Source: an optimization exercise on an open RTL-to-GDS flow (aim: small area, a short achievable clock period and few clock cycles per item). Production flows keep margins and buffers that such runs may drop.
Only simulation tests tie the RTL to the original design; equivalence was not proved.

File: flow/config.mk
export PLATFORM = sky130hd
export DESIGN_NAME = sm4Core
export DESIGN_NICKNAME = sm4Core
export VERILOG_FILES = /design/flow/design.v
export SDC_FILE = /design/flow/constraint.sdc
export NUM_CORES = 8
export LEC_CHECK = 0
export CAP_MARGIN = 20
export CORE_MARGIN = 2
export CORE_UTILIZATION = 60
export PLACE_DENSITY = 0.65
export SETUP_SLACK_MARGIN = 5
export SLEW_MARGIN = 20
export TNS_END_PERCENT = 0
File: flow/constraint.sdc
create_clock -name core_clock -period 11.0 [get_ports {clk}]
set_input_delay 2.2000 -clock core_clock [delete_from_list [all_inputs] [get_ports {clk}]]
set_output_delay 2.2000 -clock core_clock [all_outputs]
set_load 0.01 [all_outputs]
File: flow/design.v
`default_nettype none
package sm4TablesPkg;
  function automatic logic [1:0] gf4Mul(input logic [1:0] a, input logic [1:0] b);
    logic hh, ll, mm;
    hh = a[1] & b[1];
    ll = a[0] & b[0];
    mm = (a[1] ^ a[0]) & (b[1] ^ b[0]);
    gf4Mul = {mm ^ ll, hh ^ ll};
  endfunction
  function automatic logic [3:0] gf16Mul(input logic [3:0] a, input logic [3:0] b, input logic [1:0] nu);
    logic [1:0] hh, ll, mm;
    hh = gf4Mul(a[3:2], b[3:2]);
    ll = gf4Mul(a[1:0], b[1:0]);
    mm = gf4Mul(a[3:2] ^ a[1:0], b[3:2] ^ b[1:0]);
    gf16Mul = {mm ^ ll, gf4Mul(hh, nu) ^ ll};
  endfunction
  function automatic logic [3:0] gf16Inv2(input logic [3:0] a);
    case (a)
      4'd0: gf16Inv2 = 4'd0;
      4'd1: gf16Inv2 = 4'd1;
      4'd2: gf16Inv2 = 4'd3;
      4'd3: gf16Inv2 = 4'd2;
      4'd4: gf16Inv2 = 4'd15;
      4'd5: gf16Inv2 = 4'd12;
      4'd6: gf16Inv2 = 4'd9;
      4'd7: gf16Inv2 = 4'd11;
      4'd8: gf16Inv2 = 4'd10;
      4'd9: gf16Inv2 = 4'd6;
      4'd10: gf16Inv2 = 4'd8;
      4'd11: gf16Inv2 = 4'd7;
      4'd12: gf16Inv2 = 4'd5;
      4'd13: gf16Inv2 = 4'd14;
      4'd14: gf16Inv2 = 4'd13;
      4'd15: gf16Inv2 = 4'd4;
      default: gf16Inv2 = 4'd0;
    endcase
  endfunction
  function automatic logic [7:0] sbox(input logic [7:0] x);
    logic [7:0] t;
    logic [7:0] v;
    logic [3:0] ah, al, d, di;
    t[0] = x[1] ^ x[2] ^ x[5];
    t[1] = x[1] ^ x[4] ^ x[5] ^ x[6] ^ 1'b1;
    t[2] = x[2] ^ x[5] ^ x[7];
    t[3] = x[3] ^ x[4] ^ 1'b1;
    t[4] = x[0] ^ x[1] ^ x[2] ^ x[4] ^ x[6];
    t[5] = x[6] ^ 1'b1;
    t[6] = x[2] ^ x[7] ^ 1'b1;
    t[7] = x[0] ^ x[1] ^ x[2] ^ x[3] ^ x[4] ^ x[5] ^ x[6] ^ 1'b1;
    ah = t[7:4];
    al = t[3:0];
    d  = gf16Mul(ah, ah, 2'd2) ;
    d  = gf16Mul(d, 4'd9, 2'd2) ^ gf16Mul(ah, al, 2'd2) ^ gf16Mul(al, al, 2'd2);
    di = gf16Inv2(d);
    v  = {gf16Mul(ah, di, 2'd2), gf16Mul(ah ^ al, di, 2'd2)};
    sbox[0] = v[0] ^ v[2] ^ v[4] ^ v[6] ^ 1'b1;
    sbox[1] = v[0] ^ v[6] ^ 1'b1;
    sbox[2] = v[1] ^ v[2] ^ v[4] ^ v[5] ^ v[6];
    sbox[3] = v[0] ^ v[4] ^ v[6] ^ v[7];
    sbox[4] = v[1] ^ v[3] ^ v[7] ^ 1'b1;
    sbox[5] = v[1] ^ v[3] ^ v[5];
    sbox[6] = v[0] ^ v[1] ^ 1'b1;
    sbox[7] = v[0] ^ v[1] ^ v[2] ^ v[3] ^ v[5] ^ 1'b1;
  endfunction
  function automatic logic [31:0] ck(input logic [4:0] i);
    case (i)
      5'd0: ck = 32'h00070e15;
      5'd1: ck = 32'h1c232a31;
      5'd2: ck = 32'h383f464d;
      5'd3: ck = 32'h545b6269;
      5'd4: ck = 32'h70777e85;
      5'd5: ck = 32'h8c939aa1;
      5'd6: ck = 32'ha8afb6bd;
      5'd7: ck = 32'hc4cbd2d9;
      5'd8: ck = 32'he0e7eef5;
      5'd9: ck = 32'hfc030a11;
      5'd10: ck = 32'h181f262d;
      5'd11: ck = 32'h343b4249;
      5'd12: ck = 32'h50575e65;
      5'd13: ck = 32'h6c737a81;
      5'd14: ck = 32'h888f969d;
      5'd15: ck = 32'ha4abb2b9;
      5'd16: ck = 32'hc0c7ced5;
      5'd17: ck = 32'hdce3eaf1;
      5'd18: ck = 32'hf8ff060d;
      5'd19: ck = 32'h141b2229;
      5'd20: ck = 32'h30373e45;
      5'd21: ck = 32'h4c535a61;
      5'd22: ck = 32'h686f767d;
      5'd23: ck = 32'h848b9299;
      5'd24: ck = 32'ha0a7aeb5;
      5'd25: ck = 32'hbcc3cad1;
      5'd26: ck = 32'hd8dfe6ed;
      5'd27: ck = 32'hf4fb0209;
      5'd28: ck = 32'h10171e25;
      5'd29: ck = 32'h2c333a41;
      5'd30: ck = 32'h484f565d;
      5'd31: ck = 32'h646b7279;
      default: ck = 32'h0;
    endcase
  endfunction
  localparam logic [127:0] FK = {
    32'ha3b1bac6,
    32'h56aa3350,
    32'h677d9197,
    32'hb27022dc
  };
  function automatic logic [31:0] rotl(input logic [31:0] w, input int unsigned n);
    rotl = (w << n) | (w >> (32 - n));
  endfunction
  function automatic logic [31:0] tauSub(input logic [31:0] a);
    tauSub = {sbox(a[31:24]), sbox(a[23:16]), sbox(a[15:8]), sbox(a[7:0])};
  endfunction
  function automatic logic [31:0] dataT(input logic [31:0] x);
    logic [31:0] b;
    b = tauSub(x);
    dataT = b ^ rotl(b, 2) ^ rotl(b, 10) ^ rotl(b, 18) ^ rotl(b, 24);
  endfunction
  function automatic logic [31:0] keyT(input logic [31:0] x);
    logic [31:0] b;
    b = tauSub(x);
    keyT = b ^ rotl(b, 13) ^ rotl(b, 23);
  endfunction
endpackage
`default_nettype wire
`default_nettype none
package sm4CorePkg;
  localparam int WORD_W  = 32;
  localparam int BLOCK_W = 128;
  localparam int ROUNDS  = 32;
  localparam int ROUND_W = 5;
endpackage
`default_nettype wire
`default_nettype none
import sm4CorePkg::*;
module sm4Core (
  input  wire logic                             clk,
  input  wire logic                             rst_n,
  input  wire logic                             start,
  input  wire logic                             decrypt,
  input  wire logic [sm4CorePkg::BLOCK_W-1:0]   key,
  input  wire logic [sm4CorePkg::BLOCK_W-1:0]   textIn,
  output logic [sm4CorePkg::BLOCK_W-1:0]        textOut,
  output logic                                  done
);
  localparam logic [ROUND_W-1:0] CNT_LAST = ROUND_W'(ROUNDS - 1);
  logic               busy;
  logic               rounds;
  logic               decMode;
  logic               valid;
  logic [ROUND_W-1:0] cnt;
  logic [ROUND_W-1:0] cntNext;
  logic               accept;
  logic               hit;
  logic               lastRound;
  logic               toRounds;
  logic               keyBack;
  logic               saveEnd;
  logic [BLOCK_W-1:0] keyIn;
  logic [BLOCK_W-1:0] kw;
  logic [BLOCK_W-1:0] ko;
  assign keyIn     = key ^ sm4TablesPkg::FK;
  assign accept    = start && !busy;
  assign hit       = valid && (keyIn == kw);
  assign lastRound = busy && rounds && (cnt == '0);
  assign toRounds  = busy && !rounds && (!decMode || cnt == CNT_LAST);
  assign keyBack   = busy && decMode && rounds;
  always_comb
  begin
    if (accept)
      cntNext = hit ? (decrypt ? CNT_LAST : ROUND_W'(1)) : '0;
    else if (!busy || lastRound)
      cntNext = '0;
    else if (rounds ? decMode : (decMode && cnt == CNT_LAST))
      cntNext = rounds ? cnt - 1'b1 : cnt;
    else
      cntNext = cnt + 1'b1;
  end
  always_ff @(posedge clk or negedge rst_n)
  begin
    if (!rst_n)
    begin
      busy    <= 1'b0;
      rounds  <= 1'b0;
      decMode <= 1'b0;
      valid   <= 1'b0;
      cnt     <= '0;
      done    <= 1'b0;
    end
    else
    begin
      done <= lastRound;
      cnt  <= cntNext;
      if (accept)
      begin
        busy    <= 1'b1;
        rounds  <= hit;
        decMode <= decrypt;
      end
      else
      begin
        if (lastRound)
        begin
          busy  <= 1'b0;
          valid <= 1'b1;
        end
        if (toRounds)
          rounds <= 1'b1;
      end
    end
  end
  logic [WORD_W-1:0] ckReg;
  always_ff @(posedge clk)
    ckReg <= sm4TablesPkg::ck(cntNext);
  logic [WORD_W-1:0] k0, k1, k2, k3;
  logic [WORD_W-1:0] tk;
  logic [WORD_W-1:0] e0, e1, e2, e3;
  logic              stepFwd;
  logic              stepBack;
  logic              encEnd;
  assign {k0, k1, k2, k3} = kw;
  assign tk = sm4TablesPkg::keyT(k1 ^ k2 ^ (keyBack ? k0 : k3) ^ ckReg);
  assign encEnd   = lastRound && !decMode;
  assign stepFwd  = (accept && hit && !decrypt) || (busy && !keyBack && !encEnd);
  assign stepBack = busy && keyBack;
  always_comb
  begin
    if (accept && !hit)
      {e0, e1, e2, e3} = keyIn;
    else if ((accept && decrypt) || encEnd)
      {e0, e1, e2, e3} = ko;
    else if (stepFwd)
      {e0, e1, e2, e3} = {k1, k2, k3, k0};
    else if (stepBack)
      {e0, e1, e2, e3} = {k3, k0, k1, k2};
    else
      {e0, e1, e2, e3} = kw;
  end
  always_ff @(posedge clk)
    kw <= {(tk & {WORD_W{stepBack}}) ^ e0, e1, e2, (tk & {WORD_W{stepFwd}}) ^ e3};
  assign saveEnd = busy && (decMode ? (rounds && cnt == CNT_LAST)
                                    : (!rounds || cnt == '0));
  always_ff @(posedge clk)
  begin
    if ((accept && hit && !decrypt) || saveEnd)
      ko <= kw;
  end
  logic [WORD_W-1:0] x0, x1, x2, x3;
  logic [WORD_W-1:0] ty;
  logic              dataRound;
  assign dataRound = busy && rounds;
  assign ty = sm4TablesPkg::dataT(x1 ^ x2 ^ x3 ^ k3);
  always_ff @(posedge clk)
  begin
    if (accept)
      {x0, x1, x2} <= textIn[127:32];
    else if (dataRound)
      {x0, x1, x2} <= {x1, x2, x3};
  end
  always_ff @(posedge clk)
    x3 <= (ty & {WORD_W{dataRound}}) ^ (accept ? textIn[31:0] : (dataRound ? x0 : x3));
  assign textOut = {x3, x2, x1, x0};
endmodule
`default_nettype wire
File: flow/flow/run.sh
#!/bin/bash
# Own layout flow: the standard flow (standard.sh), with
#  - synthesis as standard.sh does it, except for the ABC mapping script
#    (flow/abc.script) used for the logic between the registers;
#  - the ORFS knobs in flow/knobs.txt added to the layout's make call.
# Registers, their names and cells are the standard synthesis's: the
# flip-flops are mapped before ABC runs and ABC does not touch them.
# Each tool's full output goes to a log file of its own in this folder.
set -euo pipefail
here=$(pwd)
fdir=$here/flow

# synthesis script: synth_recipe.tcl with ORFS's synth.tcl swapped for a copy
# whose abc call uses flow/abc.script.
sed "s#^  log_cmd abc {\*}\$abc_args#  set abc_args [lreplace \$abc_args 1 1 $fdir/abc.script]\n  log_cmd abc {*}\$abc_args#" \
  "$FLOW_HOME/scripts/synth.tcl" > "$here/own_synth.tcl"
grep -q "abc.script" "$here/own_synth.tcl"
sed "s#\$::env(SCRIPTS_DIR)/synth.tcl#$here/own_synth.tcl#" "$here/synth_recipe.tcl" > "$here/own_synth_recipe.tcl"
grep -q "own_synth.tcl" "$here/own_synth_recipe.tcl"

knobs=()
if [[ -f $fdir/knobs.txt ]]; then
  while IFS= read -r line; do
    [[ -n "$line" && "$line" != \#* ]] && knobs+=("$line")
  done < "$fdir/knobs.txt"
fi

bash standard.sh "SYNTH_SCRIPT=$here/own_synth_recipe.tcl" synth > "$here/synth.log" 2>&1
bash standard.sh "SYNTH_SCRIPT=$here/own_synth_recipe.tcl" "${knobs[@]}" finish > "$here/layout.log" 2>&1
test -f "$here/out/final.def"
File: flow/flow/abc.script
&get -n
&st
&dch
&nf
&st
&syn2
&if -g -K 6
&synch2
&nf
&st
&syn2
&if -g -K 6
&synch2
&nf
&st
&syn2
&if -g -K 6
&synch2
&nf
&st
&syn2
&if -g -K 6
&synch2
&nf
&st
&syn2
&if -g -K 6
&synch2
&nf
&put
buffer -c
topo
stime -c
upsize -c
dnsize -c
File: flow/flow/knobs.txt
BUFFER_PORTS_ARGS=-buffer_cell sky130_fd_sc_hd__buf_1
File: flow/standard.sh
#!/bin/bash
# synth_recipe.tcl (not shown) runs the flow's synth.tcl, then flattens the netlist and writes it again
# the make line also repeats each setting of config.mk as NAME=value (left out here)
make -C /OpenROAD-flow-scripts/flow DESIGN_CONFIG=/design/flow/config.mk WORK_HOME=/design/flow/orfs CLKGATE_MAP_FILE= SYNTH_SCRIPT=/design/flow/synth_recipe.tcl "${@:-finish}"
==> flow_summary.toml, run 1 <==
[run_status]
run_status = "no timing/DRC/antenna violations"

[setup_path]
crit_chain = "buf_1 > o22ai_1 > a221oi_1 > o2111ai_1 > nand4b_1 > nor4_1 > nand3_1 > nor4_1 > buf_4 > nand2_1 > inv_1 > nand2_2 > nand2_8 > buf_6 > mux2i_1 > a211oi_1 > a21oi_1 > nor2_1 > a21oi_1 > xor2_4"
startpoint_type = "primary input"
crit_arrival_ns = 7.14
setup.worst_path.end_class = "register"
crit_path_top_delay_cell = "buf_1"
worstPathRequired_ns = 11.52
setup.worst_path.class = "primary input to register"
critPathMaxStageDelay_ns = 0.48
critical_path.max_fanout = 31

[flow_run]
maxCapViolations = 0

[logic_synthesis]
combinational_family_with_the_most_area_after_synthesis = "XOR/XNOR gates"
yosys_register_bits = 415
dominantRegCellSynth = "edfxtp_1"
yosys.area.top_type = "edfxtp_1"
synth_cells = 3998
synth_area_per_cell_um2 = 9.586
yosys.area_share.simple_pct = 12.38
synth.distinct_cells = 120
synth_compound_gate_area_share_pct = 13.87
synthAdderAreaFrac_pct = 2.951
count_of_flip_flops_with_a_built_in_enable_after_synthesis = 288
synth.mux.area_fraction_pct = 7.652
part_of_the_yosys_area_used_for_sequential_elements_pct = 29.33
synth.top_cells.by_area = "edfxtp_1, xnor2_1, xor2_1"
synth-xor-area-share_pct = 30.44
synth-warning-count = 1
mappedNetlistArea_um2 = 38330
asyncSetResetFlopFracSynth_pct = 2.410
share_of_the_synthesized_area_in_the_top_cell_type_pct = 22.56
syn_nets = 4342

[placed_design]
portBuffers = 388
placed_cell_area_um2 = 40380
gp_congestion = 1.000
placed_cells_incl_taps = 5072
dp_worst_setup_slack_ns = 2.131
dp.final_hpwl_mm = 100.5

[floorplan]
core-area_um2 = 63080
die_h_um = 256.7
floorplan.io_pins = 389
rows = 92
design.die.area_um2 = 65920
floorplan.initialDensity_pct = 60.76
die-width_um = 256.7

[final_layout]
utilization_pct = 74.52
share_of_post_route_cells_with_drive_strength_above_1_pct = 19.97
layout.cells.most_common_list = "nand2_1, xnor2_1, buf_1"
areaGrowthSynthToFinish_pct = 22.65
layout_commonest_cell = "nand2_1"
final_area_um2 = 47010
num-nets-final = 4852
fin_cells = 5395

[grt]
grt_pass1_vias = 32100
grt_overflow = 0
largest_net_degree_at_the_start_of_global_routing = 192
grt_pass1_wl_mm = 206.1
antenna_found_initial = 5
gr-usage-all-layers_pct = 41.28

[clocking]
path_clk_slew_ns = 0.07
cts_max_path_buffers = 3
cts_tree = "built"
clk-insertion-delay-late_ns = 0.62
cts-htree-levels = 2
clock-sinks = 415
cts_made_buffers = 46
cts.hold.buffers_added = 0
clk_root_buffer_cell = "clkbuf_16"

[timing]
finalClockSkew_ns = 0.02141
setup_tns_ns = 0
report.final.setup_viol = 0
post-route-min-period_ns = 6.626
final.setup.worst_slack_ns = 4.374
worst-slew-pin-transition_ns = 1.147
maxSlewHeadroom_pct = 23.50
min_period_over_period_pct = 60.24
rsz0062_at_grt = "true"
max_clock_freq_mhz = 150.9
hold_violations = 0
report.final.slew_viol_count = 0

[route]
dr_total_vias = 34200
via_per_inst = 6.340
route.final.wire_length_mm = 140.8
drt-initial-drc-count = 4909
post-route-drc-count = 0
drt_pass1_iterations = 9
ant_nets = 0
routed_wire_length_per_instance_um = 26.09

[worst_hold_path]
timing.hold.worst.class = "register to register"
logic make-up after synthesis:
kind of cell	Yosys count
multiplexers	271
buffers and inverters	314
XOR/XNOR	1069
AO/OA/AOI/OAI	762
adder cells (fa/ha/maj)	92
flip-flops	415
AND/OR/NAND/NOR	1075
area by class of cell:
cell class	instances	area, um2
diodes	3	7.507
clock buffers	67	1455
clock inverters	19	259.0
fillers	4603	16070
inverters	120	452.9
multi-input cells	3273	28740
flip-flops and latches	415	11290
well taps	846	1059
repair buffers	652	3745
sequential cells by signal, indices dropped and copies added (netlist names), 5 cells and up:
register  cells
x1           32
x0           32
cnt           5
x2           32
x3           32
kw          128
ko          128
ckReg        21
repair_timing:
action,in CTS,in global routing
buffers inserted,199,27
resized for setup,416,68
pin swaps,191,62
cloned,8,0
endpoints found under the setup margin,221,222
metrics by stage:
stage / hold slack [ns]
finish: 0.5569
floorplan: 0.4029
global route: 0.5705
global placement: 0.5260
CTS: 0.5493
detailed placement: 0.5326
layer usage:
| layer | vias up | GRT usage [%] | part of all wire, % |
|---|---|---|---|
| li1 | 15150 | - | - |
| met1 | 16520 | 57.33 | 39 |
| met2 | 2168 | 61.68 | 44 |
| met3 | 361 | 9.302 | 12 |
| met4 | 4 | 18.46 | 5.2 |
| met5 | - | 0 | 0.018 |
path summary, 6_finish.rpt:
path,slack (ns),cells past startpoint,to,startpoint
hold / removal,0.56,2,x3[19]$_DFF_P_,x3[19]$_DFF_P_
max in group asynchronous,9.06,1,busy$_DFFE_PN0P_,rst_n
min in group asynchronous,1.54,1,cnt[1]$_DFF_PN0_,rst_n
setup reg to reg,4.39,25,x3[17]$_DFF_P_,kw[21]$_DFF_P_
setup / recovery,4.37,20,kw[12]$_DFF_P_,key[52]
hold reg to reg,0.56,2,x3[19]$_DFF_P_,x3[19]$_DFF_P_
cell usage after synthesis, drive strengths merged (27+ instances only):
cell type,n
a211oi,121
inv,120
xnor2,670
a21oi,203
ha,84
and2,27
o21ai,108
clkbuf,127
o22ai,47
nand2,509
a222oi,64
nor3,38
dfxtp,117
buf,67
edfxtp,288
xor2,288
mux2i,247
nor4,27
xnor3,88
nor2,280
nand2b,28
nand3,47
worst max-delay path: cells and delay by family:
| family | cells | cell delay, ns |
|---|---|---|
| muxes | 1 | 0.26 |
| and+or+nand+nor | 8 | 1.80 |
| AOI/OAI and AO/OA | 6 | 1.27 |
| buffers and inverters | 4 | 1.31 |
| xor gates and xnor gates | 1 | 0.24 |
Testbench counts, summed over its fixed seeds: cycles 55,796, blocks 1,600.
==> run 2: changes to the inputs <==
--- a/flow/config.mk
+++ b/flow/config.mk
@@ -8,7 +8,7 @@
 export CAP_MARGIN = 20
 export CORE_MARGIN = 2
 export CORE_UTILIZATION = 60
-export PLACE_DENSITY = 0.65
+export GPL_TIMING_DRIVEN = 0
 export SETUP_SLACK_MARGIN = 5
 export SLEW_MARGIN = 20
 export TNS_END_PERCENT = 0
==> run 2 against run 1 <==
Register-to-register slack worse by 0.53 ns. Design area up 0.15%. Setup slack worse by 0.74 ns. Global-route usage is 4.7 points higher.
==> flow_summary.toml, run 2 <==
[run_status]
run_status = "no timing/DRC/antenna violations"

[grt]
antenna_found_initial = 15
grt_pass1_vias = 33850
largest_net_degree_at_the_start_of_global_routing = 77
grt_overflow = 0
gr-usage-all-layers_pct = 45.97
grt_pass1_wl_mm = 223.8

[logic_synthesis]
count_of_flip_flops_with_a_built_in_enable_after_synthesis = 288
synth.distinct_cells = 120
yosys_register_bits = 415
part_of_the_yosys_area_used_for_sequential_elements_pct = 29.33
synth-warning-count = 1
share_of_the_synthesized_area_in_the_top_cell_type_pct = 22.56
yosys.cell_count.top_type = "xnor2_1"
synth.top_cells.by_area = "edfxtp_1, xnor2_1, xor2_1"
synth_commonest_cells = "xnor2_1, nand2_1, edfxtp_1, xor2_1, nor2_1"
mappedNetlistArea_um2 = 38330
synth_cells = 3998
yosys.area.top_type = "edfxtp_1"
dominantRegCellSynth = "edfxtp_1"
syn_nets = 4342
synth_area_per_cell_um2 = 9.586
asyncSetResetFlopFracSynth_pct = 2.410

[timing]
rsz0062_at_grt = "true"
hold-worst-slack_ns = 0.4288
report.final.setup_viol = 0
setup_tns_ns = 0
finalClockSkew_ns = 0.04244
min_period_over_period_pct = 67.01
final.setup.worst_slack_ns = 3.629
hold_violations = 0
worst-slew-pin-transition_ns = 1.199
report.final.slew_viol_count = 0
maxSlewHeadroom_pct = 20.08
max_clock_freq_mhz = 135.7
post-route-min-period_ns = 7.371

[final_layout]
fillers = 4636
layout.cells.most_common_list = "nand2_1, xnor2_1, buf_1"
num-nets-final = 4996
largest_registers = "ko (128), kw (128)"
share_of_post_route_cells_with_drive_strength_above_1_pct = 18.09
layout_commonest_cell = "nand2_1"
utilization_pct = 74.63
areaGrowthSynthToFinish_pct = 22.83
final_area_um2 = 47080

[route]
via_per_inst = 6.531
route.final.wire_length_mm = 158.3
drt_pass1_iterations = 10
drt-initial-drc-count = 5935
routed_wire_length_per_instance_um = 28.54
dr_total_vias = 36210
ant_nets = 0
post-route-drc-count = 0

[setup_path]
worstPathRequired_ns = 11.53
critical_path_s_most_frequent_cell = "nand2_1"
critPathBufInv = 5
crit_arrival_ns = 7.90
setup.worst_path.end_class = "register"
r2r_cells = 28
worst_path_dominant_cell_family = "simple AND/OR/NAND/NOR gates"
critPathMaxStageDelay_ns = 0.98
startpoint_type = "primary input"
setup.reg_to_reg.worst_slack_ns = 3.86
crit_path_top_delay_cell = "nor4_1"
crit_chain = "buf_1 > xnor2_1 > nor4_1 > nand4_1 > nor4_1 > nand3_1 > nor4_2 > nand2_1 > inv_1 > nand2_1 > nand2_1 > clkbuf_4 > clkbuf_4 > nand2_1 > clkbuf_1 > or2_2 > mux2i_4 > xnor2_1"
setup.worst_path.class = "primary input to register"
crit-reg2reg-launch = "busy$_DFFE_PN0P_"
critical_path.max_fanout = 10
worstReg2RegEnd = "kw[7]$_DFF_P_"

[worst_hold_path]
hold_end = "ko[0]$_DFFE_PP_"
worstHoldPathCells = 0
timing.hold.worst.class = "register to register"
hold_path_startpoint = "kw[0]$_DFF_P_"

[floorplan]
die_h_um = 256.7
core-area_um2 = 63080
floorplan.initialDensity_pct = 60.76
rows = 92
floorplan.io_pins = 389
die-width_um = 256.7
design.die.area_um2 = 65920

[clocking]
clk-insertion-delay-late_ns = 0.62
clock-sinks = 415
clk_root_buffer_cell = "clkbuf_16"
cts_max_path_buffers = 3
cts_made_buffers = 45
cts-htree-levels = 2
cts.hold.buffers_added = 0
cts_tree = "built"
path_clk_slew_ns = 0.06

[placed_design]
portBuffers = 388
placed_cell_area_um2 = 40950
dp_worst_setup_slack_ns = 1.631
dp.final_hpwl_mm = 116.5
gp_congestion = 1.035

[flow_run]
maxCapViolations = 0
## run 2: cell count changes in the layout (fill, tap and decap cells not counted), moves of 8 or more
cell / delta
dfxtp_1: +22
diode_2: +8
xnor2_1: +16
xor2_2: -11
clkbuf_1: +107
buf_4: -37
xnor2_2: -18
xor2_1: +8
buf_2: +33
clkbuf_2: +15
buf_1: +17
dfxtp_2: -17
## run 2: layout make-up
cell class | count | area (um2) | area share (%)
Antenna cell | 11 | 27.53 | 0.05847
Buffer | 194 | 1018 | 2.163
Inverter | 120 | 455.4 | 0.9674
Tap cell | 846 | 1059 | 2.248
Sequential cell | 415 | 11250 | 23.90
Multi-Input combinational cell | 3269 | 28410 | 60.36
Clock buffer | 59 | 1260 | 2.676
Timing Repair Buffer | 607 | 3397 | 7.216
Clock inverter | 24 | 196.4 | 0.4173
## run 2: worst max-delay path by stage
| stage | start | to | slack [ns] | cells after the start |
|---|---|---|---|---|
| global placement | key[94] | kw[47]$_DFFE_PP_ | 1.0 | 16 |
| detailed placement | busy$_DFFE_PN0P_ | kw[112]$_DFF_P_ | 1.63 | 32 |
| global route | busy$_DFFE_PN0P_ | kw[26]$_DFF_P_ | 3.74 | 32 |
| finish | key[29] | kw[18]$_DFF_P_ | 3.63 | 18 |
| CTS | busy$_DFFE_PN0P_ | kw[124]$_DFF_P_ | 4.21 | 34 |
| floorplan | busy$_DFFE_PN0P_ | kw[111]$_DFF_P_ | 3.83 | 31 |
## run 2: routing by layer
metal / vias to the layer above / track usage [%] / share of wire [%]
met5: - / 1.462 / 0.12
met4: 10 / 25.18 / 6.5
met3: 631 / 17.34 / 15
met2: 2692 / 66.34 / 42
met1: 17420 / 59.35 / 37
li1: 15460 / - / -
## run 2: cells by family after synthesis
group           count (synthesis)  synth area share (%)
compound gates                762                 13.87
xor+xnor                     1069                 30.44
fa+ha+maj                      92                 2.951
buf+inv                       314                 3.379
flops                         415                 29.33
mux                           271                 7.652
simple gates                 1075                 12.38
## run 2: metrics by stage
step / instances
after floorplan: 3998
after global placement: 5232
after detailed placement: 5235
after CTS: 5497
after global routing: 5542
final: 5545
## run 2: what timing repair did
action,in CTS,in global routing
endpoints found under the setup margin,289,293
gates cloned,4,0
gates resized for setup,368,96
setup buffers,175,37
pin swaps,164,63
==> run 3: changes to the inputs <==
--- a/flow/config.mk
+++ b/flow/config.mk
@@ -8,7 +8,7 @@
 export CAP_MARGIN = 20
 export CORE_MARGIN = 2
 export CORE_UTILIZATION = 60
-export GPL_TIMING_DRIVEN = 0
+export GPL_ROUTABILITY_DRIVEN = 0
 export SETUP_SLACK_MARGIN = 5
 export SLEW_MARGIN = 20
 export TNS_END_PERCENT = 0
==> run 3 against run 2 <==
Largest cell class unchanged. Critical endpoint is now kw[9]$_DFF_P_. Count of clock-buffer cells in the layout up 13. Via count down 4.7%. Global-route usage down 4.4 points. Still clean on timing, DRC and antenna. Highest routed layer is now met4. Hold slack better by 0.13 ns.
==> flow_summary.toml, run 3 <==
[run_status]
run_status = "no timing/DRC/antenna violations"

[logic_synthesis]
mappedNetlistArea_um2 = 38330
synth.distinct_cells = 120
asyncSetResetFlopFracSynth_pct = 2.410
synth_cells = 3998
synth-warning-count = 1
yosys.cell_count.top_type = "xnor2_1"
yosys_register_bits = 415
synth.top_cells.by_area = "edfxtp_1, xnor2_1, xor2_1"
synth_commonest_cells = "xnor2_1, nand2_1, edfxtp_1, xor2_1, nor2_1"
count_of_flip_flops_with_a_built_in_enable_after_synthesis = 288
synth_area_per_cell_um2 = 9.586
part_of_the_yosys_area_used_for_sequential_elements_pct = 29.33
dominantRegCellSynth = "edfxtp_1"
syn_nets = 4342
share_of_the_synthesized_area_in_the_top_cell_type_pct = 22.56
yosys.area.top_type = "edfxtp_1"

[final_layout]
areaGrowthSynthToFinish_pct = 23.68
largest_registers = "ko (128), kw (128)"
layout_commonest_cell = "nand2_1"
num-nets-final = 4891
share_of_post_route_cells_with_drive_strength_above_1_pct = 20.59
layout.cells.most_common_list = "nand2_1, xnor2_1, buf_1"

[grt]
grt_pass1_vias = 32600
grt_pass1_wl_mm = 207.7
largest_net_degree_at_the_start_of_global_routing = 99
antenna_found_initial = 4
gr-usage-all-layers_pct = 41.55
grt_overflow = 0

[floorplan]
floorplan.io_pins = 389
rows = 92
die-width_um = 256.7
design.die.area_um2 = 65920
core-area_um2 = 63080
die_h_um = 256.7
floorplan.initialDensity_pct = 60.76

[setup_path]
critPathMaxStageDelay_ns = 0.56
worstPathRequired_ns = 11.49
crit_path_top_delay_cell = "xnor3_2"
setup.worst_path.class = "register to register"
crit_arrival_ns = 7.14
critical_path.max_fanout = 7
critical_path_s_most_frequent_cell = "xnor2_1"
startpoint_type = "register"
setup.worst_path.end_class = "register"

[route]
drt-initial-drc-count = 5465
routed_wire_length_per_instance_um = 26.24
dr_total_vias = 34510
route.final.wire_length_mm = 142.5
ant_nets = 0
wirelength_met1_mm = 54.15
drt_pass1_iterations = 10
dr.max_layer_used = "met4"
detailroute.wirelength.met2_mm = 62.09
post-route-drc-count = 0
wl_met3_mm = 19.05
via_per_inst = 6.353

[timing]
report.final.setup_viol = 0
report.final.slew_viol_count = 0
setup_tns_ns = 0
maxSlewHeadroom_pct = 22.35
max_clock_freq_mhz = 150.3
finalClockSkew_ns = 0.03033
final.setup.worst_slack_ns = 4.348
min_period_over_period_pct = 60.48
worst-slew-pin-transition_ns = 1.165
rsz0062_at_grt = "true"
post-route-min-period_ns = 6.652
hold_violations = 0

[clocking]
cts_made_buffers = 45
cts-htree-levels = 2
clk-insertion-delay-late_ns = 0.61
clk_root_buffer_cell = "clkbuf_16"
clock-sinks = 415
cts_tree = "built"
cts.hold.buffers_added = 0
path_clk_slew_ns = 0.06
cts_max_path_buffers = 3

[flow_run]
maxCapViolations = 0

[placed_design]
portBuffers = 388
dp.final_hpwl_mm = 100.2
dp_worst_setup_slack_ns = 2.283

[worst_hold_path]
timing.hold.worst.class = "register to register"
run 3: cell counts after synthesis:
No cell type changed its count.
run 3: final timing paths:
path / from / endpoint / slack [ns] / cells after the start
max: decMode$_DFFE_PN0P_ / kw[9]$_DFF_P_ / 4.35 / 29
min reg2reg: x3[19]$_DFF_P_ / x3[19]$_DFF_P_ / 0.55 / 2
max in group asynchronous: rst_n / busy$_DFFE_PN0P_ / 9.05 / 1
min: x3[19]$_DFF_P_ / x3[19]$_DFF_P_ / 0.55 / 2
max reg2reg: decMode$_DFFE_PN0P_ / kw[9]$_DFF_P_ / 4.35 / 29
min in group asynchronous: rst_n / cnt[1]$_DFF_PN0_ / 1.56 / 1
run 3: what timing repair did:
item / in CTS / in global routing
gates resized for setup: 403 / 113
pin swaps: 172 / 85
setup endpoints to repair: 281 / 281
buffers inserted: 220 / 42
gates cloned: 8 / 2
run 3: cell type report:
class	count	area [um2]
antenna	2	5.005
clock buffer	72	1414
clock inverter	12	147.6
tap	846	1059
inverter	120	452.9
sequential	415	11300
multi-input combinational	3274	28880
fill	4583	15680
timing repair buffer	691	4136
run 3: worst max-delay path: cells and delay by family, from the launching register on:
family                   cells  cell delay, ns
AO/OA/AOI/OAI                1            0.17
XOR/XNOR                    12            2.60
adder cells (fa/ha/maj)      2            0.41
buffers and inverters        3            0.49
flip-flops                   1            0.40
multiplexers                 3            0.71
AND/OR/NAND/NOR              8            1.72
run 3: kinds of logic (layout without fill, tap and decap cells):
kind of cell | Yosys count | count (layout) | share of synthesized area, %
xor gates and xnor gates | 1069 | 1069 | 30.44
muxes | 271 | 271 | 7.652
and+or+nand+nor | 1075 | 1079 | 12.38
other | 0 | 2 | 0
AOI/OAI and AO/OA | 762 | 763 | 13.87
buffers and inverters | 314 | 895 | 3.379
DFF | 415 | 415 | 29.33
adders and majority gates | 92 | 92 | 2.951
run 3: layer usage:
layer | up-vias | GRT usage (%)
met5 | - | 0
met4 | 0 | 17.60
met3 | 408 | 10.38
met2 | 2290 | 62.77
met1 | 16570 | 56.86
li1 | 15240 | -
run 3: stage by stage:
stage               std cells  hold slack [ns]  utilization (%)  cell area (um2)
global placement         5074           0.5293            64.01            40380
detailed placement       5074           0.5344            64.01            40380
floorplan                3998           0.4029                -            38330
finish                   5432           0.5546            75.15            47400
global route             5432           0.5706            75.15            47400
CTS                      5386           0.5407            73.38            46290
==> run 4: changes to the inputs <==
--- a/flow/config.mk
+++ b/flow/config.mk
@@ -7,8 +7,7 @@
 export LEC_CHECK = 0
 export CAP_MARGIN = 20
 export CORE_MARGIN = 2
-export CORE_UTILIZATION = 60
-export GPL_ROUTABILITY_DRIVEN = 0
+export CORE_UTILIZATION = 70
 export SETUP_SLACK_MARGIN = 5
 export SLEW_MARGIN = 20
 export TNS_END_PERCENT = 0
==> run 4 against run 3 <==
Non-clock buffer count is 57 lower. Setup slack worse by 0.42 ns. Hold slack better by 0.011 ns. Clock skew is 0.0038 ns lower. Critical endpoint is now kw[109]$_DFF_P_. Still clean on timing, DRC and antenna. Sequential share of layout area is 0.56 points higher. First-iteration DRC count is 23% higher.
==> flow_summary.toml, run 4 <==
[route]
route.final.wire_length_mm = 152.9
drt_pass1_iterations = 12
via_per_inst = 7.088
dr_total_vias = 37110
ant_nets = 0
drt-initial-drc-count = 6733
post-route-drc-count = 0
routed_wire_length_per_instance_um = 29.21

[logic_synthesis]
synth-warning-count = 1
yosys_register_bits = 415
share_of_the_synthesized_area_in_the_top_cell_type_pct = 22.56
synth_area_per_cell_um2 = 9.586
part_of_the_yosys_area_used_for_sequential_elements_pct = 29.33
synth.top_cells.by_area = "edfxtp_1, xnor2_1, xor2_1"
yosys.cell_count.top_type = "xnor2_1"
synth_cells = 3998
dominantRegCellSynth = "edfxtp_1"
synth_commonest_cells = "xnor2_1, nand2_1, edfxtp_1, xor2_1, nor2_1"
asyncSetResetFlopFracSynth_pct = 2.410
yosys.area.top_type = "edfxtp_1"
syn_nets = 4342
count_of_flip_flops_with_a_built_in_enable_after_synthesis = 288
synth.distinct_cells = 120
mappedNetlistArea_um2 = 38330

[grt]
antenna_found_initial = 9
gr-usage-all-layers_pct = 48.92
grt_pass1_wl_mm = 208.6
largest_net_degree_at_the_start_of_global_routing = 97
grt_pass1_vias = 33660
grt_overflow = 0

[setup_path]
worstPathRequired_ns = 11.50
r2r_cells = 24
critical_path.max_fanout = 19
setup.worst_path.class = "register to register"
setup.reg_to_reg.worst_slack_ns = 3.93
setup.worst_path.end_class = "register"
startpoint_type = "register"
crit-reg2reg-launch = "decMode$_DFFE_PN0P_"
crit_arrival_ns = 7.57
worstReg2RegEnd = "kw[109]$_DFF_P_"

[timing]
post-route-min-period_ns = 7.069
rsz0062_at_grt = "true"
setup_tns_ns = 0
finalClockSkew_ns = 0.02651
max_clock_freq_mhz = 141.5
report.final.setup_viol = 0
maxSlewHeadroom_pct = 18.45
final.setup.worst_slack_ns = 3.931
min_period_over_period_pct = 64.26
worst-slew-pin-transition_ns = 1.223
hold_violations = 0
report.final.slew_viol_count = 0

[floorplan]
floorplan.io_pins = 389
design.die.area_um2 = 56640
die_h_um = 238.0
die-width_um = 238.0
rows = 85
floorplan.initialDensity_pct = 70.94
core-area_um2 = 54030

[worst_hold_path]
timing.hold.worst.class = "register to register"
hold_path_startpoint = "kw[106]$_DFF_P_"
hold_end = "ko[106]$_DFFE_PP_"
worstHoldPathCells = 0

[final_layout]
areaGrowthSynthToFinish_pct = 20.65
largest_registers = "ko (128), kw (128)"
layout_commonest_cell = "nand2_1"
share_of_post_route_cells_with_drive_strength_above_1_pct = 18.52
num-nets-final = 4836
layout.cells.most_common_list = "nand2_1, xnor2_1, buf_1"

[placed_design]
portBuffers = 388
dp_worst_setup_slack_ns = 2.353
dp.final_hpwl_mm = 98.81
gp_congestion = 1.060

[clocking]
path_clk_slew_ns = 0.06
clk-insertion-delay-late_ns = 0.62
cts_max_path_buffers = 3
clk_root_buffer_cell = "clkbuf_16"
cts-htree-levels = 2
cts_made_buffers = 47
cts_tree = "built"
clock-sinks = 415

[run_status]
run_status = "no timing/DRC/antenna violations"

[flow_run]
maxCapViolations = 0
-- run 4: changes by cell type in the layout (fill, tap and decap cells not counted), sizes merged, moves of 2 or more --
cell    change
buf        -53
diode       +7
bufbuf      -3
inv         +2
-- run 4: critical path: stages, from the launching register on --
cell and delay (ns):
dfrtp_2 0.45, and3_4 0.22, buf_12 0.19, buf_6 0.17, mux2i_4 0.32, xor2_4 0.29, buf_4 0.17, xnor2_1 0.17
ha_4 0.29, xor2_1 0.34, xnor2_1 0.14, o211ai_1 0.36, xnor2_2 0.30, xnor2_4 0.65, mux2i_1 0.53, and2_1 0.28
xnor2_1 0.16, xnor3_2 0.54, xor2_4 0.21, buf_4 0.16, xnor2_2 0.28, buf_4 0.21, xnor2_2 0.15, nand2_1 0.11
xnor2_1 0.24
-- run 4: timing repair --
action | in CTS | in global routing
setup endpoints to repair | 265 | 293
pin swaps | 142 | 56
gates cloned | 4 | 2
setup buffers | 171 | 35
gates resized for setup | 349 | 114
hold buffers | 0 | 0
-- run 4: cells by family (layout without fill, tap and decap cells) --
logic type                 count (synthesis)  in the layout  share of synthesized area (%)
buffers and inverters                    314            841                          3.379
AOI/OAI and AO/OA                        762            762                          13.87
adders and majority gates                 92             92                          2.951
and+or+nand+nor                         1075           1080                          12.38
muxes                                    271            271                          7.652
DFF                                      415            415                          29.33
xor gates and xnor gates                1069           1069                          30.44
other                                      0              9                              0
-- run 4: layout make-up --
class | count | area [um2]
timing repair buffer | 634 | 3461
multi-input combinational | 3274 | 28700
clock buffer | 72 | 1320
tap | 696 | 870.8
clock inverter | 15 | 126.4
inverter | 120 | 452.9
antenna | 9 | 22.52
fill | 2842 | 7786
sequential | 415 | 11290
-- run 4: worst max path at each step --
stage / startpoint / to / slack, ns / cells after the start
CTS: busy$_DFFE_PN0P_ / kw[1]$_DFF_P_ / 4.48 / 29
global route: x2[10]$_DFFE_PP_ / x3[25]$_DFF_P_ / 3.83 / 27
finish: decMode$_DFFE_PN0P_ / kw[109]$_DFF_P_ / 3.93 / 24
floorplan: busy$_DFFE_PN0P_ / kw[111]$_DFF_P_ / 3.83 / 31
detailed placement: decMode$_DFFE_PN0P_ / kw[1]$_DFF_P_ / 2.35 / 28
global placement: decMode$_DFFE_PN0P_ / kw[1]$_DFF_P_ / 2.68 / 28
-- run 4: layer usage --
layer | routed length, um | part of all wire [%] | GRT usage (%)
met1 | 51710 | 34 | 65.00
met2 | 63320 | 41 | 70.99
met3 | 25270 | 17 | 15.91
met4 | 12500 | 8.2 | 26.72
met5 | 108 | 0.071 | 0
-- run 4: through the flow --
| stage | cells | hold slack, ns | instance area (um2) | util [%] |
|---|---|---|---|---|
| final | 5235 | 0.5653 | 46240 | 85.59 |
| after global routing | 5232 | 0.5651 | 46230 | 85.57 |
| after CTS | 5188 | 0.5498 | 45180 | 83.63 |
| after detailed placement | 4926 | 0.5324 | 40190 | 74.40 |
| after global placement | 4926 | 0.5124 | 40190 | 74.40 |
| after floorplan | 3998 | 0.4029 | 38330 | - |
==> run 5: changes to the inputs <==
--- a/flow/config.mk
+++ b/flow/config.mk
@@ -7,7 +7,7 @@
 export LEC_CHECK = 0
 export CAP_MARGIN = 20
 export CORE_MARGIN = 2
-export CORE_UTILIZATION = 70
+export CORE_UTILIZATION = 50
 export SETUP_SLACK_MARGIN = 5
 export SLEW_MARGIN = 20
 export TNS_END_PERCENT = 0
==> run 5 against run 4 <==
Still clean on timing, DRC and antenna. Hold slack worse by 0.033 ns. Cell count up 9.1%. Core utilization down 21 points. Synthesized cell count unchanged. Critical path depth up 2. Maximum frequency up 9.5%. Register-to-register slack better by 0.61 ns. Synthesized area unchanged. Routed wire length down 1.0%. Global-route usage down 12 points. Critical path type unchanged. Highest routed layer unchanged.
==> flow_summary.toml, run 5 <==
[setup_path]
critical_path.max_fanout = 7
cp-startpoint = "busy$_DFFE_PN0P_"
r2r_cells = 26
crit-reg2reg-launch = "busy$_DFFE_PN0P_"
startpoint_type = "register"
critPathMaxStageDelay_ns = 0.53
worstPathRequired_ns = 11.57
worstReg2RegEnd = "kw[28]$_DFF_P_"
critical_path_s_most_frequent_cell = "buf_4"
worst_setup_path_endpoint = "kw[28]$_DFF_P_"
crit_path_top_delay_cell = "xnor3_2"
setup.reg_to_reg.worst_slack_ns = 4.55
setup.worst_path.class = "register to register"
setup.worst_path.end_class = "register"
crit_arrival_ns = 7.02

[final_layout]
share_of_post_route_cells_with_drive_strength_above_1_pct = 23.76
layout_commonest_cell = "nand2_1"
utilization_pct = 64.53
num-nets-final = 4979
layout.cells.most_common_list = "nand2_1, xnor2_1, buf_1"
largest_registers = "ko (128), kw (128)"
fin_cells = 5710
areaGrowthSynthToFinish_pct = 27.88
final_area_um2 = 49010

[floorplan]
floorplan.io_pins = 389
die_h_um = 280.9
core-area_um2 = 75950
rows = 101
die-width_um = 280.9
design.die.area_um2 = 78890
floorplan.initialDensity_pct = 50.46

[placed_design]
dp.final_hpwl_mm = 108.7
portBuffers = 388
gp_congestion = 1.019
placed_cells_incl_taps = 5260
placed_cell_area_um2 = 40650

[clocking]
cts_made_buffers = 49
clk_root_buffer_cell = "clkbuf_16"
cts_max_path_buffers = 3
clk-insertion-delay-late_ns = 0.67
path_clk_slew_ns = 0.06
cts-htree-levels = 2
cts_tree = "built"
clock-sinks = 415

[timing]
report.final.setup_viol = 0
worst-slew-pin-transition_ns = 1.189
report.final.slew_viol_count = 0
finalClockSkew_ns = 0.05902
min_period_over_period_pct = 58.68
max_clock_freq_mhz = 154.9
post-route-min-period_ns = 6.454
setup_tns_ns = 0
hold_violations = 0
maxSlewHeadroom_pct = 19.99
rsz0062_at_grt = "true"

[route]
routed_wire_length_per_instance_um = 26.50
drt_pass1_iterations = 9
dr_total_vias = 34540
drt-initial-drc-count = 4515
route.final.wire_length_mm = 151.3
post-route-drc-count = 0
ant_nets = 0
via_per_inst = 6.049

[logic_synthesis]
synth_commonest_cells = "xnor2_1, nand2_1, edfxtp_1, xor2_1, nor2_1"
yosys.area_share.simple_pct = 12.38
synth.top_cells.by_area = "edfxtp_1, xnor2_1, xor2_1"
synth_cells = 3998
synth_area_per_cell_um2 = 9.586
asyncSetResetFlopFracSynth_pct = 2.410
share_of_the_synthesized_area_in_the_top_cell_type_pct = 22.56
part_of_the_yosys_area_used_for_sequential_elements_pct = 29.33
dominantRegCellSynth = "edfxtp_1"
yosys.cell_count.top_type = "xnor2_1"
synth.mux.area_fraction_pct = 7.652
synthAdderAreaFrac_pct = 2.951
synth_compound_gate_area_share_pct = 13.87
syn_nets = 4342
synth-warning-count = 1
combinational_family_with_the_most_area_after_synthesis = "XOR/XNOR gates"
synth-xor-area-share_pct = 30.44
mappedNetlistArea_um2 = 38330
yosys_register_bits = 415
yosys.area.top_type = "edfxtp_1"
synth.distinct_cells = 120
count_of_flip_flops_with_a_built_in_enable_after_synthesis = 288

[grt]
grt_pass1_vias = 32000
grt_overflow = 0
grt_pass1_wl_mm = 215.4
antenna_found_initial = 8
largest_net_degree_at_the_start_of_global_routing = 129
gr-usage-all-layers_pct = 37.01

[flow_run]
maxCapViolations = 0

[worst_hold_path]
timing.hold.worst.class = "register to register"
worstHoldPathCells = 2

[run_status]
run_status = "no timing/DRC/antenna violations"
-- run 5: final cells by class --
type / count / area [um2]
diodes: 5 / 12.51
fillers: 6209 / 26940
repair buffers: 775 / 4800
clock buffers: 74 / 1420
multi-input cells: 3274 / 29540
flip-flops and latches: 415 / 11310
inverters: 120 / 456.7
well taps: 1030 / 1289
clock inverters: 17 / 182.7
-- run 5: worst min-delay path by stage --
| stage | startpoint | end |
|---|---|---|
| 2_1_floorplan | kw[0]$_DFF_P_ | ko[0]$_DFFE_PP_ |
| 3_3_place_gp | x3[19]$_DFF_P_ | x3[19]$_DFF_P_ |
| 3_5_place_dp | x3[19]$_DFF_P_ | x3[19]$_DFF_P_ |
| 4_1_cts | x3[19]$_DFF_P_ | x3[19]$_DFF_P_ |
| 5_1_grt | x3[19]$_DFF_P_ | x3[19]$_DFF_P_ |
| 6_report | x3[19]$_DFF_P_ | x3[19]$_DFF_P_ |
-- run 5: timing repair --
item / in CTS / in global routing
resized for setup: 529 / 106
pin swaps: 227 / 107
hold buffers: 0 / 0
endpoints found under the hold margin: 0 / 0
cloned: 7 / 0
setup buffers: 262 / 85
endpoints found under the setup margin: 285 / 283
-- run 5: worst max-delay path, delay by kind of cell, from the launching register on --
kind                       cells  cell delay, ns
muxes                          3            0.56
AOI/OAI and AO/OA              2            0.47
and+or+nand+nor                5            1.22
xor gates and xnor gates       9            2.45
DFF                            1            0.41
buffers and inverters          6            0.97
adders and majority gates      1            0.31
-- run 5: stage by stage --
step / hold WS [ns] / setup slack (ns)
after global placement: 0.5190 / 2.551
after global routing: 0.5716 / 4.328
after floorplan: 0.4029 / 3.832
after detailed placement: 0.5217 / 2.340
final: 0.5323 / 4.546
after CTS: 0.5309 / 4.740
-- run 5: cells by family (layout without fill, tap and decap cells) --
family                     Yosys count  count (layout)
muxes                              271             271
other                                0               5
AOI/OAI and AO/OA                  762             763
xor gates and xnor gates          1069            1070
buffers and inverters              314             986
DFF                                415             415
adders and majority gates           92              92
and+or+nand+nor                   1075            1078
-- run 5: layer usage --
| metal | global-route usage, % | vias up | share of wire [%] |
|---|---|---|---|
| met5 | 0 | - | 0.020 |
| met4 | 12.19 | 4 | 4.1 |
| met3 | 9.103 | 302 | 11 |
| met2 | 55.55 | 1854 | 44 |
| met1 | 52.18 | 16930 | 41 |
| li1 | - | 15450 | - |
==> run 6: changes to the inputs <==
--- a/flow/config.mk
+++ b/flow/config.mk
@@ -7,7 +7,7 @@
 export LEC_CHECK = 0
 export CAP_MARGIN = 20
 export CORE_MARGIN = 2
-export CORE_UTILIZATION = 50
+export CORE_UTILIZATION = 65
 export SETUP_SLACK_MARGIN = 5
 export SLEW_MARGIN = 20
 export TNS_END_PERCENT = 0
==> run 6 against run 5 <==
Cell count is 6.3% lower. Design area decreased by 3.9%. Non-clock buffer count down 101. Sequential share of layout area grew 0.86 points. Critical path type unchanged. Via count grew 1.1%. Register-to-register slack lost 0.32 ns. Still clean. Routed wire length down 5.8%. Sequential cell count unchanged. Setup slack worse by 0.32 ns.
==> flow_summary.toml, run 6 <==
[timing]
worst-slew-pin-transition_ns = 1.163
post-route-min-period_ns = 6.779
finalClockSkew_ns = 0.02176
setup_tns_ns = 0
report.final.setup_viol = 0
min_period_over_period_pct = 61.63
max_clock_freq_mhz = 147.5
rsz0062_at_grt = "true"
maxSlewHeadroom_pct = 21.73
report.final.slew_viol_count = 0
hold_violations = 0

[route]
dr_total_vias = 34930
drt-initial-drc-count = 4665
route.final.wire_length_mm = 142.5
post-route-drc-count = 0
routed_wire_length_per_instance_um = 26.62
via_per_inst = 6.525
ant_nets = 0
drt_pass1_iterations = 10

[placed_design]
dp.final_hpwl_mm = 99.02
portBuffers = 388
gp_congestion = 1.026
placed_cells_incl_taps = 5005

[grt]
largest_net_degree_at_the_start_of_global_routing = 194
grt_pass1_wl_mm = 204.4
grt_overflow = 0
antenna_found_initial = 14
grt_pass1_vias = 32450
gr-usage-all-layers_pct = 44.87

[final_layout]
layout.cells.most_common_list = "nand2_1, xnor2_1, buf_1"
largest_registers = "ko (128), kw (128)"
num-nets-final = 4873
fin_cells = 5353
fillers = 3658
areaGrowthSynthToFinish_pct = 22.85
multi_input_area_um2 = 28970
layout_commonest_cell = "nand2_1"
regArea_um2 = 11270
share_of_post_route_cells_with_drive_strength_above_1_pct = 20.29

[logic_synthesis]
synth.distinct_cells = 120
synth_commonest_cells = "xnor2_1, nand2_1, edfxtp_1, xor2_1, nor2_1"
yosys.cell_count.top_type = "xnor2_1"
synth.top_cells.by_area = "edfxtp_1, xnor2_1, xor2_1"
dominantRegCellSynth = "edfxtp_1"
yosys_register_bits = 415
part_of_the_yosys_area_used_for_sequential_elements_pct = 29.33
synth_area_per_cell_um2 = 9.586
syn_nets = 4342
count_of_flip_flops_with_a_built_in_enable_after_synthesis = 288
mappedNetlistArea_um2 = 38330
synth-warning-count = 1
share_of_the_synthesized_area_in_the_top_cell_type_pct = 22.56
yosys.area.top_type = "edfxtp_1"
synth_cells = 3998
asyncSetResetFlopFracSynth_pct = 2.410

[floorplan]
floorplan.io_pins = 389
core-area_um2 = 58690
floorplan.initialDensity_pct = 65.31
die-width_um = 246.8
design.die.area_um2 = 60920
rows = 89
die_h_um = 246.8

[setup_path]
crit_arrival_ns = 7.31
r2r_cells = 25
worstPathRequired_ns = 11.53
startpoint_type = "register"
worstReg2RegEnd = "x3[29]$_DFF_P_"
critical_path.max_fanout = 4
setup.worst_path.end_class = "register"
setup.worst_path.class = "register to register"
setup.reg_to_reg.worst_slack_ns = 4.22
crit-reg2reg-launch = "x1[20]$_DFFE_PP_"

[clocking]
cts-htree-levels = 2
path_clk_slew_ns = 0.06
cts_tree = "built"
cts_max_path_buffers = 3
clk_root_buffer_cell = "clkbuf_16"
cts_made_buffers = 47
clk-insertion-delay-late_ns = 0.62
clock-sinks = 415
cts.hold.buffers_added = 0

[worst_hold_path]
timing.hold.worst.class = "register to register"
hold_end = "ko[110]$_DFFE_PP_"
worstHoldPathCells = 0
hold_path_startpoint = "kw[110]$_DFF_P_"

[flow_run]
maxCapViolations = 0

[run_status]
run_status = "no timing/DRC/antenna violations"
[run 6: cell counts after synthesis]
No cell type changed its count.
[run 6: routing by layer]
layer	wire length (um)	part of all wire (%)	GRT usage (%)	up-vias
met2	60920	43	64.82	2459
met1	53490	38	61.74	16730
met5	40	0.028	0	-
met3	20050	14	13.12	503
li1	-	-	-	15230
met4	8027	5.6	21.53	6
[run 6: logic make-up after synthesis]
kind of cell    synth area share [%]
simple gates                   12.38
mux                            7.652
buf+inv                        3.379
compound gates                 13.87
flops                          29.33
xor+xnor                       30.44
fa+ha+maj                      2.951
[run 6: cell type report]
class / instances / area share (%)
multi-input cells: 3271 / 61.52
flip-flops and latches: 415 / 23.94
repair buffers: 674 / 8.235
clock buffers: 70 / 2.878
well taps: 773 / 2.054
inverters: 120 / 0.9673
clock inverters: 18 / 0.3401
diodes: 12 / 0.06378
[run 6: worst max-delay path by stage]
stage                             start               to  slack [ns]
detailed placement  decMode$_DFFE_PN0P_  kw[102]$_DFF_P_        2.17
global route           x1[16]$_DFFE_PP_   x3[29]$_DFF_P_        4.05
CTS                    busy$_DFFE_PN0P_    kw[1]$_DFF_P_        4.63
global placement    decMode$_DFFE_PN0P_    kw[7]$_DFF_P_        2.31
finish                 x1[20]$_DFFE_PP_   x3[29]$_DFF_P_        4.22
floorplan              busy$_DFFE_PN0P_  kw[111]$_DFF_P_        3.83
[run 6: repair_timing]
action                                  CTS  global route
setup buffers                           218            27
pin swaps                               210            41
resized for setup                       470            54
hold endpoints to repair                  0             0
cloned                                    2             1
endpoints found under the setup margin  274           274
[run 6: worst max-delay path, cell delays in order (launching register included)]
cell and delay [ns]:
edfxtp_1 0.50, xnor2_2 0.27, xnor2_2 0.10, buf_4 0.16, xnor2_4 0.21, xnor2_1 0.17, ha_2 0.34, xnor2_1 0.19
or4_1 0.53, nand4_1 0.24, xnor2_2 0.17, xnor3_2 0.33, inv_2 0.10, ha_1 0.27, mux2i_1 0.21, mux2i_1 0.13
a31oi_1 0.28, o21ai_0 0.22, xor2_1 0.28, xnor3_2 0.52, xor3_2 0.46, buf_4 0.19, xnor2_1 0.23, xnor3_1 0.27
nand2_1 0.17, xor2_1 0.15
[run 6: metrics by stage]
| step | hold WS, ns | area, um2 | utilization [%] | setup slack [ns] |
|---|---|---|---|---|
| floorplan | 0.4029 | 38330 | - | 3.832 |
| global placement | 0.5281 | 40330 | 68.72 | 2.312 |
| detailed placement | 0.5260 | 40330 | 68.72 | 2.174 |
| CTS | 0.5544 | 46480 | 79.21 | 4.627 |
| global route | 0.5695 | 47080 | 80.22 | 4.055 |
| finish | 0.5561 | 47090 | 80.23 | 4.221 |
==> run 7: changes to the inputs <==
--- a/flow/config.mk
+++ b/flow/config.mk
@@ -7,7 +7,7 @@
 export LEC_CHECK = 0
 export CAP_MARGIN = 20
 export CORE_MARGIN = 2
-export CORE_UTILIZATION = 65
-export SETUP_SLACK_MARGIN = 5
+export CORE_UTILIZATION = 60
+export SETUP_SLACK_MARGIN = 4.5
 export SLEW_MARGIN = 20
 export TNS_END_PERCENT = 0
==> run 7 against run 6 <==
Synthesized area did not move. Highest routed layer unchanged. Cell count rose by 1.6%. First-iteration DRC count rose by 8.4%. Core utilization fell by 4.6 points. Critical path depth fell by 6. Non-clock buffer count rose by 22. Routed wire length barely moved. Clock skew fell by 0.0032 ns. Critical endpoint is now x3[4]$_DFF_P_. Still clean on timing, DRC and antenna. Die area rose by 8.2%. Synthesized cell count did not move. Sequential cell count did not move.
==> flow_summary.toml, run 7 <==
[logic_synthesis]
synth.top_cells.by_area = "edfxtp_1, xnor2_1, xor2_1"
yosys.area_share.simple_pct = 12.38
synth_cells = 3998
yosys.area.top_type = "edfxtp_1"
synth.distinct_cells = 120
share_of_the_synthesized_area_in_the_top_cell_type_pct = 22.56
synth.mux.area_fraction_pct = 7.652
combinational_family_with_the_most_area_after_synthesis = "XOR/XNOR gates"
mappedNetlistArea_um2 = 38330
yosys.cell_count.top_type = "xnor2_1"
synth-xor-area-share_pct = 30.44
count_of_flip_flops_with_a_built_in_enable_after_synthesis = 288
synthAdderAreaFrac_pct = 2.951
part_of_the_yosys_area_used_for_sequential_elements_pct = 29.33
dominantRegCellSynth = "edfxtp_1"
asyncSetResetFlopFracSynth_pct = 2.410
syn_nets = 4342
yosys_register_bits = 415
synth_compound_gate_area_share_pct = 13.87
synth_commonest_cells = "xnor2_1, nand2_1, edfxtp_1, xor2_1, nor2_1"
synth_area_per_cell_um2 = 9.586
synth-warning-count = 1

[timing]
hold_violations = 0
max_clock_freq_mhz = 151.5
maxSlewHeadroom_pct = 24.22
rsz0062_at_grt = "true"
min_period_over_period_pct = 60.02
finalClockSkew_ns = 0.01853
post-route-min-period_ns = 6.602
report.final.setup_viol = 0
setup_tns_ns = 0
worst-slew-pin-transition_ns = 1.137
final.setup.worst_slack_ns = 4.398
report.final.slew_viol_count = 0

[clocking]
cts_tree = "built"
clk-insertion-delay-late_ns = 0.61
cts_made_buffers = 46
cts.hold.buffers_added = 0
clk_root_buffer_cell = "clkbuf_16"
cts-htree-levels = 2
cts_max_path_buffers = 3
clock-sinks = 415
path_clk_slew_ns = 0.06

[placed_design]
portBuffers = 388
dp_worst_setup_slack_ns = 2.131
dp.final_hpwl_mm = 100.5
gp_congestion = 1.000

[final_layout]
fillers = 4509
num-nets-final = 4896
largest_registers = "ko (128), kw (128)"
share_of_post_route_cells_with_drive_strength_above_1_pct = 21.53
areaGrowthSynthToFinish_pct = 24.46
layout.cells.most_common_list = "nand2_1, xnor2_1, buf_1"
layout_commonest_cell = "nand2_1"

[grt]
antenna_found_initial = 7
grt_overflow = 0
grt_pass1_wl_mm = 202.0
largest_net_degree_at_the_start_of_global_routing = 192
gr-usage-all-layers_pct = 40.42
grt_pass1_vias = 31390

[route]
post-route-drc-count = 0
dr_total_vias = 34530
via_per_inst = 6.348
drt_pass1_iterations = 10
ant_nets = 0
drt-initial-drc-count = 5059
route.final.wire_length_mm = 142.4
routed_wire_length_per_instance_um = 26.18

[floorplan]
floorplan.io_pins = 389
rows = 92
floorplan.initialDensity_pct = 60.76
die_h_um = 256.7
design.die.area_um2 = 65920
die-width_um = 256.7
core-area_um2 = 63080

[setup_path]
startpoint_type = "register"
setup.worst_path.end_class = "register"
setup.worst_path.class = "register to register"
critical_path.max_fanout = 8
crit_arrival_ns = 7.06
worstPathRequired_ns = 11.46

[worst_hold_path]
timing.hold.worst.class = "register to register"

[run_status]
run_status = "no timing/DRC/antenna violations"

[flow_run]
maxCapViolations = 0
## run 7: cell counts after synthesis
No cell type changed its count.
## run 7: kinds of logic (layout without fill, tap and decap cells)
group | Yosys count | count (layout)
flip-flops | 415 | 415
adder cells (fa/ha/maj) | 92 | 92
other | 0 | 4
AND/OR/NAND/NOR | 1075 | 1079
multiplexers | 271 | 271
buffers and inverters | 314 | 902
XOR/XNOR | 1069 | 1069
AO/OA/AOI/OAI | 762 | 762
## run 7: through the flow
| stage | hold slack (ns) | instances | instance area, um2 | util [%] |
|---|---|---|---|---|
| finish | 0.5543 | 5440 | 47700 | 75.62 |
| global route | 0.5705 | 5439 | 47700 | 75.62 |
| CTS | 0.5493 | 5300 | 45250 | 71.73 |
| detailed placement | 0.5326 | 5072 | 40380 | 64.01 |
| global placement | 0.5260 | 5072 | 40380 | 64.01 |
| floorplan | 0.4029 | 3998 | 38330 | - |
## run 7: cell type report
class                      instances  area (um2)  share of cell area (%)
inverter                         120       452.9                  0.9495
tap                              846        1059                   2.219
clock inverter                    19       259.0                  0.5429
multi-input combinational       3273       29090                   60.99
timing repair buffer             696        4079                   8.551
sequential                       415       11300                   23.68
clock buffer                      67        1455                   3.050
antenna                            4       10.01                 0.02098
## run 7: worst max-delay path: stages (launching register included)
cell	delay (ns)
dfxtp_1	0.72
xnor2_1	0.27
xnor2_2	0.26
xnor2_2	0.51
xnor3_1	0.55
or3_1	0.43
a31o_2	0.29
nor3_1	0.46
nor3_1	0.17
nor2_1	0.32
mux2_2	0.39
a21oi_1	0.14
o22ai_1	0.19
xnor2_1	0.45
xor2_2	0.17
buf_4	0.16
xor3_1	0.50
xnor2_1	0.23
xnor2_1	0.14
o21ai_1	0.08
## run 7: metal layers
layer	vias up	part of all wire [%]	track usage, %	wire, um
li1	15280	-	-	-
met1	16720	39	57.18	55920
met2	2145	44	60.29	62720
met4	2	5.1	17.12	7288
met5	-	0.0091	0	13
met3	385	12	8.205	16450
## run 7: path summary, 6_finish.rpt
check                                  start             endpoint  slack [ns]  cells past startpoint
min in group asynchronous              rst_n     cnt[1]$_DFF_PN0_        1.54                      1
max in group asynchronous              rst_n  decMode$_DFFE_PN0P_        9.07                      1
hold / removal             valid$_DFFE_PN0P_    valid$_DFFE_PN0P_        0.55                      1
hold reg to reg            valid$_DFFE_PN0P_    valid$_DFFE_PN0P_        0.55                      1
setup reg to reg              kw[11]$_DFF_P_        x3[4]$_DFF_P_        4.40                     19
setup / recovery              kw[11]$_DFF_P_        x3[4]$_DFF_P_        4.40                     19
## run 7: repair_timing
action | CTS | global route
setup buffers | 138 | 133
endpoints found under the hold margin | 0 | 0
cloned | 4 | 3
gates resized for setup | 303 | 237
setup endpoints to repair | 111 | 111
pin swaps | 129 | 161

## re-timing with driven ports
The results above use ideal ports. As a check the final layouts listed here were re-extracted and re-timed, cells and wires unchanged.
Step 1 sets driving cells, clkbuf_16 on the clock port and buf_2 on the other inputs (assumed; they add their load-dependent delay and slew).
Step 2 adds t to the input delays and takes it off the output delays; t is the mean of the earliest and latest rising clock arrival at the registers after step 1. Input paths then give back, and output paths get back, about the clock's delay inside the block.
Slacks: ideal ports / drivers / drivers and shift; pairs: ideal ports / drivers.
| run | shift t [ns] | setup WS [ns] | worst setup path at the end |
|---|---|---|---|
| run 1 | 0.671 | 4.374 / 4.390 / 3.732 | input to register |
| run 2 | 0.666 | 3.629 / 3.675 / 3.009 | input to register |
| run 3 | 0.659 | 4.348 / 4.348 / 3.767 | input to register |
| run 4 | 0.673 | 3.931 / 3.931 / 3.615 | input to register |
| run 5 | 0.700 | 4.546 / 4.546 / 3.955 | input to register |
| run 6 | 0.675 | 4.221 / 4.221 / 3.625 | input to register |
| run 7 | 0.668 | 4.398 / 4.398 / 3.885 | input to register |
After both steps setup and hold are still met in every run listed. For run 1, which loses most, drivers alone change the setup slack by +0.016 ns; drivers and shift together by -0.642 ns.
